Context: an optimization exercise on an open-source flow, tuned for small area. The choices shown serve that exercise and are no tape-out recipe.
Only simulation tests tie the RTL to the original design; equivalence was not proved.
The flow treats the clock pin as an ideal source, which a real chip does not have.

## the baseline
==> flow/design.v <==
module sd_block_writer #(
  parameter logic [31:0] START_ADR = 32'h0010_0000,
  parameter logic [31:0] STOP_ADR  = 32'h0010_4000,
  parameter logic [7:0]  PAD_BYTE  = 8'h80
) (
  input  logic        clk,
  input  logic        reset,
  input  logic        start,
  input  logic        flush,
  input  logic [7:0]  in_data,
  input  logic        in_valid,
  output logic        in_ready,
  input  logic        sd_ready,
  input  logic        sd_ready_for_next_byte,
  output logic        sd_wr,
  output logic [7:0]  sd_din,
  output logic [31:0] sd_adr,
  output logic        busy,
  output logic        done,
  output logic [15:0] blocks_written,
  output logic        overflow
);
  localparam int NBLK = (STOP_ADR - START_ADR + 32'd511) / 32'd512;
  localparam int KW   = (NBLK < 2)    ? 1  : (NBLK < 4)    ? 2  : (NBLK < 8)     ? 3  : (NBLK < 16)    ? 4  :
                        (NBLK < 32)   ? 5  : (NBLK < 64)   ? 6  : (NBLK < 128)   ? 7  : (NBLK < 256)   ? 8  :
                        (NBLK < 512)  ? 9  : (NBLK < 1024) ? 10 : (NBLK < 2048)  ? 11 : (NBLK < 4096)  ? 12 :
                        (NBLK < 8192) ? 13 : (NBLK < 16384) ? 14 : (NBLK < 32768) ? 15 : 16;
  localparam logic [3:0] S_IDLE       = 4'd0;
  localparam logic [3:0] S_FILL       = 4'd1;
  localparam logic [3:0] S_PAD        = 4'd2;
  localparam logic [3:0] S_WAIT_READY = 4'd3;
  localparam logic [3:0] S_ISSUE      = 4'd4;
  localparam logic [3:0] S_STREAM     = 4'd5;
  localparam logic [3:0] S_WAIT_DONE  = 4'd6;
  localparam logic [3:0] S_NEXT       = 4'd7;
  localparam logic [3:0] S_DONE       = 4'd8;
  logic [3:0]    r_state;
  logic [3:0]    w_state_nxt;
  logic [7:0]    r_buf [0:511];    
  logic [8:0]    r_cnt;            
  logic [7:0]    r_dout;
  logic [KW-1:0] r_blk;            
  logic          r_started;        
  logic          r_ovf;
  logic          r_flushed;
  logic          r_rfnb_prev;
  logic          w_accept;
  logic          w_edge;
  logic          w_shift;
  logic [7:0]    w_tail;
  logic          w_rot;
  logic          r_phase;          
  logic          w_last;
  logic          w_zero;
  logic          w_first;
  assign w_accept = (r_state == S_FILL) && in_valid;
  assign w_edge   = (r_state == S_STREAM) && sd_ready_for_next_byte && !r_rfnb_prev;
  assign w_last   = (r_cnt == 9'd511);
  assign w_zero   = (r_cnt == 9'd0);
  assign w_first  = (r_state == S_WAIT_READY) && w_zero;
  always_comb begin
    w_state_nxt = r_state;
    in_ready    = 1'b0;
    sd_wr       = 1'b0;
    busy        = 1'b1;
    done        = 1'b0;
    w_shift     = 1'b0;
    w_tail      = in_data;
    w_rot       = 1'b0;
    case (r_state)
      S_IDLE: begin
        busy = 1'b0;
        if (start) w_state_nxt = S_FILL;
      end
      S_FILL: begin
        in_ready = 1'b1;
        w_shift  = in_valid;
        if (w_accept && w_last)       w_state_nxt = S_WAIT_READY;
        else if (flush) begin
          if (r_cnt == 9'd0 && !w_accept) w_state_nxt = S_DONE;
          else                            w_state_nxt = S_PAD;
        end
      end
      S_PAD: begin
        w_shift = 1'b1;
        w_tail  = PAD_BYTE;
        if (w_last) w_state_nxt = S_WAIT_READY;
      end
      S_WAIT_READY: begin
        w_shift = w_first;
        w_rot   = 1'b1;
        if (sd_ready) w_state_nxt = S_ISSUE;
      end
      S_ISSUE: begin
        sd_wr = 1'b1;
        if (!sd_ready) w_state_nxt = S_STREAM;
      end
      S_STREAM: begin
        w_shift = w_edge;
        w_rot   = 1'b1;
        if (w_edge && w_zero) w_state_nxt = S_WAIT_DONE;
      end
      S_WAIT_DONE: begin
        if (sd_ready) w_state_nxt = S_NEXT;
      end
      S_NEXT: begin
        if (r_flushed || r_blk >= KW'(NBLK - 1)) w_state_nxt = S_DONE;
        else                                     w_state_nxt = S_FILL;
      end
      S_DONE: begin
        busy        = 1'b0;
        done        = 1'b1;
        w_state_nxt = S_IDLE;
      end
      default: begin
        busy        = 1'b0;
        w_state_nxt = S_IDLE;
      end
    endcase
  end
  logic [4095:0] w_buf_q;
  logic [4095:0] w_buf_in;
  logic [4095:0] w_buf_d;
  logic          w_keep;
  assign w_keep = !w_shift;
  always_comb begin
    for (int i = 0; i < 512; i++) w_buf_q[8*i +: 8] = r_buf[i];
    w_buf_in[7:0] = w_rot ? r_buf[511] : (w_tail ^ {8{r_phase}});
    for (int i = 1; i < 512; i++) w_buf_in[8*i +: 8] = r_buf[i-1];
  end
  sd_block_writer_pick #(.W(4096)) u_pick (
    .a(w_buf_in), .not_a(w_keep), .b(w_buf_q), .not_b(w_shift), .y_n(w_buf_d)
  );
  always_ff @(posedge clk) begin
    for (int i = 0; i < 512; i++) r_buf[i] <= w_buf_d[8*i +: 8];
    r_phase <= !r_phase;
  end
  always_ff @(posedge clk) begin
    if (reset)
      r_dout <= 8'h00;
    else if (w_shift && (r_state == S_WAIT_READY || r_state == S_STREAM))
      r_dout <= r_buf[511] ^ {8{r_phase}};
  end
  always_ff @(posedge clk) begin
    if (reset) begin
      r_state     <= S_IDLE;
      r_cnt       <= 9'd0;
      r_blk       <= '0;
      r_started   <= 1'b0;
      r_ovf       <= 1'b0;
      r_flushed   <= 1'b0;
      r_rfnb_prev <= 1'b0;
    end else begin
      r_state     <= w_state_nxt;
      r_rfnb_prev <= sd_ready_for_next_byte;
      r_cnt       <= r_cnt + {8'd0, w_shift && !(w_edge && w_zero)};
      if (busy && in_valid && !in_ready) r_ovf <= 1'b1;
      case (r_state)
        S_IDLE: begin
          if (start) begin
            r_started <= 1'b1;
            r_blk     <= '0;
            r_ovf     <= 1'b0;
            r_flushed <= 1'b0;
          end
        end
        S_FILL: begin
          if (flush && (w_accept || r_cnt != 9'd0)) r_flushed <= 1'b1;
        end
        S_NEXT:   r_blk <= r_blk + 1'b1;
        default: ;
      endcase
    end
  end
  assign sd_din         = r_dout;
  assign sd_adr         = (r_started ? START_ADR : 32'd0) + {r_blk, 9'd0};
  assign blocks_written = 16'(r_blk);
  assign overflow       = r_ovf;
endmodule
module sd_block_writer_pick #(
  parameter int W = 8
) (
  input  logic [W-1:0] a,
  input  logic         not_a,
  input  logic [W-1:0] b,
  input  logic         not_b,
  output logic [W-1:0] y_n
);
  assign y_n = ~((a | {W{not_a}}) & (b | {W{not_b}}));
endmodule
Settings: LEC_CHECK=0, CAP_MARGIN=0, CORE_MARGIN=2, CORE_UTILIZATION=70, PLACE_DENSITY=0.85, SLEW_MARGIN=0, SYNTH_HIERARCHICAL=1, SYNTH_MEMORY_MAX_BITS=8192; clock period 10.0 ns.
standard.sh (not shown) runs the stock make flow with config.mk's settings and CLKGATE_MAP_FILE= SYNTH_SCRIPT=/design/flow/synth_recipe.tcl, a recipe that flattens the netlist after the stock synthesis.
==> flow/flow/run.sh <==
#!/bin/bash
# Standard layout, except:
# - the clock tree: flow/cts_tree.tcl builds it before ORFS's CTS step (recursive bisection of the
#   registers into compact groups, one buffer per group, level by level), and TritonCTS, limited
#   to the clock port's net, then finds only the root buffer on it and leaves the tree alone;
# - the port buffers are the smallest buffer, buf_1.
set -euo pipefail
CT_LEAF_N=21 CT_TREE_N=24 CT_SLEW=0.122 bash standard.sh \
  "BUFFER_PORTS_ARGS=-buffer_cell sky130_fd_sc_hd__buf_1" \
  "PRE_CTS_TCL=$PWD/flow/cts_tree.tcl" \
  "CTS_ARGS=-clk_nets clk -sink_clustering_enable -dont_use_dummy_load -buf_list sky130_fd_sc_hd__clkbuf_16" \
  finish > standard_flow.log 2>&1
Other scripts of this flow, unchanged in this note and not shown: flow/flow/cts_tree.tcl
Changes in the candidate relative to the baseline:
diff --git a/flow/design.v b/flow/design.v
--- a/flow/design.v
+++ b/flow/design.v
@@ -48,8 +48,6 @@
   logic          w_edge;
   logic          w_shift;
   logic [7:0]    w_tail;
-  logic          w_rot;
-  logic          r_phase;          
   logic          w_last;
   logic          w_zero;
   logic          w_first;
@@ -66,7 +64,6 @@
     done        = 1'b0;
     w_shift     = 1'b0;
     w_tail      = in_data;
-    w_rot       = 1'b0;
     case (r_state)
       S_IDLE: begin
         busy = 1'b0;
@@ -88,7 +85,7 @@
       end
       S_WAIT_READY: begin
         w_shift = w_first;
-        w_rot   = 1'b1;
+        w_tail  = r_buf[511];
         if (sd_ready) w_state_nxt = S_ISSUE;
       end
       S_ISSUE: begin
@@ -97,7 +94,7 @@
       end
       S_STREAM: begin
         w_shift = w_edge;
-        w_rot   = 1'b1;
+        w_tail  = r_buf[511];
         if (w_edge && w_zero) w_state_nxt = S_WAIT_DONE;
       end
       S_WAIT_DONE: begin
@@ -125,21 +122,20 @@
   assign w_keep = !w_shift;
   always_comb begin
     for (int i = 0; i < 512; i++) w_buf_q[8*i +: 8] = r_buf[i];
-    w_buf_in[7:0] = w_rot ? r_buf[511] : (w_tail ^ {8{r_phase}});
+    w_buf_in[7:0] = w_tail;
     for (int i = 1; i < 512; i++) w_buf_in[8*i +: 8] = r_buf[i-1];
   end
   sd_block_writer_pick #(.W(4096)) u_pick (
-    .a(w_buf_in), .not_a(w_keep), .b(w_buf_q), .not_b(w_shift), .y_n(w_buf_d)
+    .a(w_buf_in), .sel_a(w_shift), .b(w_buf_q), .sel_b(w_keep), .y(w_buf_d)
   );
   always_ff @(posedge clk) begin
     for (int i = 0; i < 512; i++) r_buf[i] <= w_buf_d[8*i +: 8];
-    r_phase <= !r_phase;
   end
   always_ff @(posedge clk) begin
     if (reset)
       r_dout <= 8'h00;
     else if (w_shift && (r_state == S_WAIT_READY || r_state == S_STREAM))
-      r_dout <= r_buf[511] ^ {8{r_phase}};
+      r_dout <= r_buf[511];
   end
   always_ff @(posedge clk) begin
     if (reset) begin
@@ -181,10 +177,10 @@
   parameter int W = 8
 ) (
   input  logic [W-1:0] a,
-  input  logic         not_a,
+  input  logic         sel_a,
   input  logic [W-1:0] b,
-  input  logic         not_b,
-  output logic [W-1:0] y_n
+  input  logic         sel_b,
+  output logic [W-1:0] y
 );
-  assign y_n = ~((a | {W{not_a}}) & (b | {W{not_b}}));
+  assign y = (a & {W{sel_a}}) | (b & {W{sel_b}});
 endmodule
- The candidate: full flow OK, the timing, DRC and antenna checks passed
- The higher slack of the worst reg-to-reg path of the candidate and the baseline is in the baseline.
- Of the candidate and the baseline, the run reporting the higher synthesized area was the candidate.
- Diff the baseline -> the candidate: time the worst path needs with I/O delays and setup picked up an extra 1.07 ns; fmax lost about 17%; final worst hold slack picked up an extra 0.041 ns; height of the chip picked up an extra 4.9%.
- From the baseline to the candidate the numbers moved as follows: overall track demand over capacity in global routing saw a decrease.
- There was hardly any difference in via-per-instance ratio between the baseline and the candidate.
- Taking the candidate as 1.0, the baseline lands at 0.928 on routed wire length.
- | total number of tap cells | lower: the baseline |
- Taking the baseline over the candidate, the average wire per cell in the routed design ratio works out to 0.949.
- Looking at post-route worst setup slack, the candidate sits below the baseline.

what the ideal ports hide:
How much do the figures lean on ideal ports? The routed layouts below were timed once more, with nothing changed but the port constraints.
Step 1 (the two cells are an assumption about what drives the block):
set clk [get_ports {clk}]
set_driving_cell -lib_cell sky130_fd_sc_hd__clkbuf_16 $clk
set_driving_cell -lib_cell sky130_fd_sc_hd__buf_2 [delete_from_list [all_inputs] $clk]
Step 2, shift: input delay + t, output delay - t, t = (earliest + latest rising clock arrival at the registers) / 2. This alone moves slack from input paths to output paths.
a / b / c = ideal / step 1 / step 2; a / b = the first two.
| run | t (ns) | setup slack, ns | worst setup path after step 2 | latest minus earliest clock arrival (ns) | cell pins on the clock port's net |
|---|---|---|---|---|---|
| the baseline | 0.882 | 4.758 / 4.817 / 3.935 | input to register | 0.040 / 0.040 | 1 |
| the candidate | 0.891 | 3.691 / 3.750 / 2.859 | input to register | 0.046 / 0.046 | 1 |
After both steps every run listed still meets setup and hold. For the candidate, which loses most, drivers alone change the setup slack by +0.059 ns; drivers and shift together by -0.832 ns.
